Source: an optimization exercise on an open RTL-to-GDS flow (aim: small area). Production flows keep margins and buffers that such runs may drop.
Function was checked by simulation only, so behaviour that the tests miss may differ from the original.
Power figures rest on the tool's default switching activity, not on a simulated workload.

**flow/config.mk**
```make
export PLATFORM = sky130hd
export DESIGN_NAME = hq_fifo_writer
export DESIGN_NICKNAME = hq_fifo_writer
export VERILOG_FILES = /design/flow/design.v
export SDC_FILE = /design/flow/constraint.sdc
export NUM_CORES = 4
export LEC_CHECK = 0
export CAP_MARGIN = 20
export CORE_MARGIN = 2
export CORE_UTILIZATION = 40
export SLEW_MARGIN = 20
```
**flow/constraint.sdc**
```tcl
create_clock -name core_clock -period 7.0 [get_ports {clk}]
set_input_delay 1.4000 -clock core_clock [delete_from_list [all_inputs] [get_ports {clk}]]
set_output_delay 1.4000 -clock core_clock [all_outputs]
set_load 0.01 [all_outputs]
```
**flow/design.v**
```verilog
`timescale 1ns/1ps
package ccip_if_pkg;
   typedef enum logic [1:0] {
      eVC_VA  = 2'd0,
      eVC_VL0 = 2'd1,
      eVC_VH0 = 2'd2,
      eVC_VH1 = 2'd3
   } t_ccip_vc;
   typedef enum logic [1:0] {
      eCL_LEN_1 = 2'd0,
      eCL_LEN_2 = 2'd1,
      eCL_LEN_4 = 2'd3
   } t_ccip_clLen;
   typedef enum logic [3:0] {
      eREQ_WRLINE_I = 4'h0,
      eREQ_WRLINE_M = 4'h1,
      eREQ_WRPUSH_I = 4'h2,
      eREQ_WRFENCE  = 4'h4,
      eREQ_INTR     = 4'h6
   } t_ccip_c1_req;
   typedef logic [41:0]  t_ccip_clAddr;
   typedef logic [15:0]  t_ccip_mdata;
   typedef logic [511:0] t_ccip_clData;
   typedef struct packed {
      t_ccip_vc     vc_sel;
      logic         sop;
      t_ccip_clLen  cl_len;
      t_ccip_c1_req req_type;
      t_ccip_clAddr address;
      t_ccip_mdata  mdata;
   } t_ccip_c1_ReqMemHdr;
   typedef struct packed {
      t_ccip_c1_ReqMemHdr hdr;
      t_ccip_clData       data;
      logic               valid;
   } t_if_ccip_c1_Tx;
endpackage
`timescale 1ns/1ps
module hq_fifo_writer #(
   parameter int unsigned FIFO_DEPTH   = 16,
   parameter int unsigned FLUSH_CYCLES = 64
) (
   input  logic           clk,
   input  logic           rst_n,
   input  logic [63:0]    wr_addr,
   input  logic [63:0]    wr_capacity,
   input  logic [255:0]   wr_msg,
   input  logic           wr_valid,
   output logic [63:0]    wr_drops,
   output logic [63:0]    wr_head,
   input  logic           c1TxAlmFull,
   output logic [579:0]   c1_sTx
);
   localparam int unsigned AW = $clog2(FIFO_DEPTH);
   localparam logic [AW:0] PtrOne = {{AW{1'b0}}, 1'b1};
   typedef enum logic [1:0] {StIdle, StHalf, StSend} state_e;
   logic [255:0]   mem_q [FIFO_DEPTH];
   logic [AW:0]    wptr_q, wptr_d, rptr_q, rptr_d;
   state_e         state_q, state_d;
   logic [255:0]   slot0_q, slot0_d, slot1_q, slot1_d;
   logic [31:0]    timer_q, timer_d;
   logic [63:0]    drops_q, drops_d, head_q, head_d;
   logic [63:0]    addr_q, addr_d, cap_q, cap_d;
   ccip_if_pkg::t_if_ccip_c1_Tx tx_q, tx_d;
   logic           empty, full, push, cfg_ok, cfg_chg;
   logic [63:0]    head_base, head_inc;
   logic [255:0]   fifo_out;
   always_comb begin
      empty     = (wptr_q == rptr_q);
      full      = (wptr_q[AW] != rptr_q[AW]) && (wptr_q[AW-1:0] == rptr_q[AW-1:0]);
      push      = wr_valid && !full;
      fifo_out  = mem_q[rptr_q[AW-1:0]];
      cfg_ok    = (wr_addr != 64'd0) && (wr_capacity >= 64'd64);
      cfg_chg   = (wr_addr != addr_q) || (wr_capacity != cap_q);
      head_base = cfg_chg ? 64'd0 : head_q;
      head_inc  = head_base + 64'd1;
      wptr_d    = push ? wptr_q + PtrOne : wptr_q;
      rptr_d    = rptr_q;
      state_d   = state_q;
      slot0_d   = slot0_q;
      slot1_d   = slot1_q;
      timer_d   = timer_q;
      drops_d   = drops_q;
      head_d    = head_base;
      addr_d    = wr_addr;
      cap_d     = wr_capacity;
      tx_d      = tx_q;
      tx_d.valid = 1'b0;
      if (wr_valid && full && (drops_q != '1)) begin
         drops_d = drops_q + 64'd1;
      end
      unique case (state_q)
         StIdle: begin
            if (!empty && cfg_ok) begin
               rptr_d  = rptr_q + PtrOne;
               slot0_d = fifo_out;
               state_d = StHalf;
            end
         end
         StHalf: begin
            if (!empty && cfg_ok) begin
               rptr_d  = rptr_q + PtrOne;
               slot1_d = fifo_out;
               timer_d = 32'd0;
               state_d = StSend;
            end else if (FLUSH_CYCLES != 0) begin
               timer_d = timer_q + 32'd1;
               if (timer_q + 32'd1 == FLUSH_CYCLES) begin
                  slot1_d = '0;
                  timer_d = 32'd0;
                  state_d = StSend;
               end
            end
         end
         StSend: begin
            if (!c1TxAlmFull && cfg_ok) begin
               tx_d.valid        = 1'b1;
               tx_d.hdr.vc_sel   = ccip_if_pkg::eVC_VA;
               tx_d.hdr.sop      = 1'b1;
               tx_d.hdr.cl_len   = ccip_if_pkg::eCL_LEN_1;
               tx_d.hdr.req_type = ccip_if_pkg::eREQ_WRLINE_I;
               tx_d.hdr.address  = wr_addr[47:6] + head_base[41:0];
               tx_d.hdr.mdata    = head_base[15:0];
               tx_d.data         = {slot1_q, slot0_q};
               head_d  = ({head_inc[57:0], 6'd0} >= wr_capacity) ? 64'd0 : head_inc;
               state_d = StIdle;
            end
         end
         default: state_d = StIdle;
      endcase
   end
   always_ff @(posedge clk) begin
      if (push) begin
         mem_q[wptr_q[AW-1:0]] <= wr_msg;
      end
   end
   always_ff @(posedge clk or negedge rst_n) begin
      if (!rst_n) begin
         wptr_q  <= '0;
         rptr_q  <= '0;
         state_q <= StIdle;
         slot0_q <= '0;
         slot1_q <= '0;
         timer_q <= '0;
         drops_q <= '0;
         head_q  <= '0;
         addr_q  <= '0;
         cap_q   <= '0;
         tx_q    <= '0;
      end else begin
         wptr_q  <= wptr_d;
         rptr_q  <= rptr_d;
         state_q <= state_d;
         slot0_q <= slot0_d;
         slot1_q <= slot1_d;
         timer_q <= timer_d;
         drops_q <= drops_d;
         head_q  <= head_d;
         addr_q  <= addr_d;
         cap_q   <= cap_d;
         tx_q    <= tx_d;
      end
   end
   assign wr_drops = drops_q;
   assign wr_head  = head_q;
   assign c1_sTx   = tx_q;
endmodule
```
**flow/run.sh**
```bash
#!/bin/bash
# synth_recipe.tcl (not shown) runs the flow's synth.tcl, then flattens the netlist and writes it again
# the make line also repeats each setting of config.mk as NAME=value (left out here)
make -C /OpenROAD-flow-scripts/flow DESIGN_CONFIG=/design/flow/config.mk WORK_HOME=/design/flow/orfs CLKGATE_MAP_FILE= SYNTH_SCRIPT=/design/flow/synth_recipe.tcl finish
```
==> summary.txt <==
==> final cells by class <==
| type | instances | area [um2] | area share [%] |
|---|---|---|---|
| Clock inverter | 281 | 2930 | 1.149 |
| Multi-Input combinational cell | 5018 | 51140 | 20.05 |
| Tap cell | 6968 | 8718 | 3.418 |
| Timing Repair Buffer | 1836 | 18340 | 7.190 |
| Inverter | 113 | 431.7 | 0.1692 |
| Sequential cell | 5480 | 157600 | 61.80 |
| Antenna cell | 38 | 95.09 | 0.03728 |
| Clock buffer | 775 | 15800 | 6.195 |
==> cells in the mapped netlist (86+ instances only) <==
master and number:
nand4_1 99, clkbuf_1 452, a22o_1 257, dfrtp_1 1384, nand3_1 113, nand2_1 1783, mux2_2 264, buf_1 86
xnor2_1 238, inv_1 113, edfxtp_1 4096, mux4_2 1280, nor2_1 89, o21ai_0 155, ha_1 107
==> cells by family after synthesis <==
| kind of cell | count (synthesis) |
|---|---|
| other | 1 |
| buffers and inverters | 691 |
| and+or+nand+nor | 2382 |
| muxes | 1545 |
| xor gates and xnor gates | 307 |
| adders and majority gates | 108 |
| AOI/OAI and AO/OA | 668 |
| DFF | 5480 |
==> layer usage <==
layer	up-vias	global-route usage (%)	share of wire, %
met5	-	0	0.069
met4	68	6.711	3.2
met3	932	4.622	6.8
met2	3743	37.80	49
met1	60237	30.60	41
li1	47580	-	-
==> what timing repair did <==
item	4_1_cts	5_1_grt
hold endpoints to repair	0	0
gates cloned	2	0
endpoints found under the setup margin	64	63
gates resized for setup	22	50
setup buffers	6	5
pin swaps	3	12
==> final timing paths <==
kind	depth (start not counted)	slack (ns)	startpoint	end
setup / recovery	34	0.21	wr_capacity[7]	head_q[16]$_DFF_PN0_
hold / removal	1	0.21	rst_n	tx_q[132]$_DFFE_PN0P_
setup reg to reg	33	0.64	cap_q[7]$_DFF_PN0_	head_q[16]$_DFF_PN0_
hold reg to reg	2	0.46	slot0_q[96]$_DFFE_PN0P_	tx_q[97]$_DFFE_PN0P_
max in group asynchronous	3	4.92	rst_n	slot1_q[226]$_DFFE_PN0P_
min in group core_clock	2	0.46	slot0_q[96]$_DFFE_PN0P_	tx_q[97]$_DFFE_PN0P_
==> registers in the layout, summed over array words and instances, names as in the netlist <==
register  count
addr_q       64
mem_q      4096
tx_q        572
slot1_q     256
drops_q      64
state_q       2
slot0_q     256
cap_q        64
head_q       64
rptr_q        5
wptr_q        5
timer_q      32
==> power by group through the flow <==
stage               Clock (mW)  Sequential [mW]  Combinational [mW]
floorplan                    0             44.3                18.8
global placement             0             43.7                32.4
detailed placement           0             44.0                32.8
CTS                       30.9             43.4                32.9
global route              32.2             43.9                34.4
finish                    30.2             43.4                32.2
==> stage by stage <==
stage               instance area [um2]  TNS [ns]  worst slack (ns)
global placement                 235600    -94.06            -1.579
global route                     255000   -0.6914          -0.06566
floorplan                        211100  -6469.90            -3.077
detailed placement               235800    -96.26            -1.632
finish                           255100         0            0.2064
CTS                              254700         0           0.02231
==> results by group <==
Clock tree
  – Hold_buf cts: 0
  – TritonCTS clock tree: built
  – Latest clock arrival within the worst-skew pair: 1.07 ns
  – Depth of the CTS H-tree: 6
  – Root Driver: clkbuf_16
  – Max Buffers Root-to-Sink: 4
  – Number of clock buffers inserted by TritonCTS: 583
  – Clock slew at the register clock pins of the worst setup and hold paths: 0.06 ns
  – Number of clock sinks seen by CTS: 5480

Die
  – Die area: 0.5334 mm2
  – Initial Utilization: 40.18%
  – Core box area: 0.5252 mm2
  – Number of rows in the core area: 266
  – Number of I/O pins: 1096
  – Height of the chip: 730.3 um
  – Die width: 730.3 um

Power and ir drop
  – IR Drop Worst-Case VDD: 0.0003792 V
  – Leakage component of the power: 90.80 nW
  – Internal power of the cells: 73.14 mW
  – Switching portion of total power: 30.93%
  – Net switching power: 32.75 mW
  – Proportion of power drawn by flip-flops and latches: 41.0%
  – Pwr/cell area: 415.1 mW/mm2
  – Fraction of power consumed by the clock network: 28.6%
  – Combinational cell fraction of total power: 30.5%
  – Total power of the final layout: 105.9 mW

Timing
  – Hold Vio Cnt, Final: 0
  – Relative slew margins: 23.19%
  – Transition time at the pin with the least slew margin: 1.152 ns
  – Max Clk Rate: 0.1472 GHz
  – Setup Viol. Count Final: 0
  – Max Slew Vio Count: 0
  – Final period util: 97.05%
  – Clock Skews: 0.05707 ns
  – Min Hold Slack: 0.2099 ns
  – Minimum clock period: 6.794 ns

Drt
  – Via count of the routed design: 112560
  – Post-detailed-route via-to-cell ratio: 5.488
  – Post-detailed-route DRC marker count: 0
  – Number of routed nets with antenna violations: 0
  – Routed Wire Length: 618000 um
  – Iteration-0 DRC Markers: 10138
  – Average wire length per cell after detail routing: 30.13 um
  – Length of the first detailed-routing pass in iterations: 5

Logic synthesis
  – Synth Area in Compound Gates: 2.261%
  – Dominant combinational cell family by area after synthesis: multiplexers
  – Post-Synthesis Cells: 11182
  – Netlist area before placement: 0.2110 mm2
  – Synth top area cells: edfxtp_1, dfrtp_1, mux4_2
  – Synth Area per Inst: 18.87 um2
  – Fraction of the mapped netlist area in simple logic gates: 4.785%
  – Library cell with the largest summed area after synthesis: edfxtp_1
  – Yosys warnings: 1
  – Predominant post-synthesis flop cell: edfxtp_1
  – Synth Area in Adders: 0.6439%
  – Register bit total from synthesis: 5480
  – Xor and xnor area share after synthesis: 1.274%
  – Share of async-settable or async-resettable flops after synthesis: 25.26%
  – Part of the Yosys area used for sequential elements: 74.70%
  – Distinct cells, synth: 69
  – Share of cell area taken by muxes after synthesis: 15.07%
  – Post-synth EDFFs: 4096
  – Share of the synthesized area in the top cell type: 58.29%

Global routing
  – Global-route wire length before repair: 877000 um
  – Via count of the first global-routing pass: 117242
  – Overflow left after global routing: 0
  – Largest net degree at the start of global routing: 169
  – Overall track demand over capacity in global routing: 22.80%
  – Initial antenna violation count: 146

Setup path
  – Critical path fanouts, max: 6
  – CP max stage cell: xnor2_1
  – Kind of end point of the critical path: flop
  – Required @ worst endpoint: 7.98 ns
  – CP Launch Type: input pin
  – Crit path max-delay family: simple AND/OR/NAND/NOR gates
  – Signal arrival time at the worst endpoint: 7.77 ns
  – Count of buffer and inverter cells on the critical path: 9
  – Critical path class: in -> reg
  – Slowest Stage Delay on Critical Path: 0.53 ns
  – Most frequent CP cell: buf_4

Placed design
  – HPWL after detailed placement: 380100 um
  – Placed Cells incl. Taps: 19400
  – Final Wtd Congestion: 0.9320
  – Quantity of I/O buffers inserted on ports: 1087

Finish
  – Final nets: 13528
  – Proportion of layout cells with a drive suffix above 1: 23.50%
  – Most used cells in the layout excluding fill and tap cells: edfxtp_1, nand2_1, dfrtp_1
  – Synth-to-layout area growth: 20.89%
  – Leading cell type in the layout, fill and taps excluded: edfxtp_1
  – Share of the core filled with cells in the final layout: 48.57%
  – Filler instances: 43407
  – Final cell count without fillers: 20509

Hold path
  – Class of the tightest hold or removal check: in -> async

Run
  – Max-Cap Viols: 0

Status
  – Status: timing/DRC/antenna clean

[separate check: timing with driven ports]
Ports are ideal in the flow. The routed layout listed here was re-timed in OpenROAD. Step 1 sets driving cells, clkbuf_16 on the clock port and buf_2 on the other inputs (assumed; they add their load-dependent delay and slew). Step 2 moves the port delays by t, midway between the first and last clock arrival at a register: inputs arrive t later, outputs are due t later. That takes back most of the time a late clock gives input paths. a / b / c = ideal ports / drivers / drivers and shift; a / b = the first two.
t (ns): 1.182
setup WS [ns]: 0.206 / 0.304 / -0.878
latest minus earliest clock arrival (ns): 0.077 / 0.076
Met with ideal ports but missed after step 2: setup timing in this run. For this run, drivers alone change the setup slack by +0.098 ns; drivers and shift together by -1.084 ns.
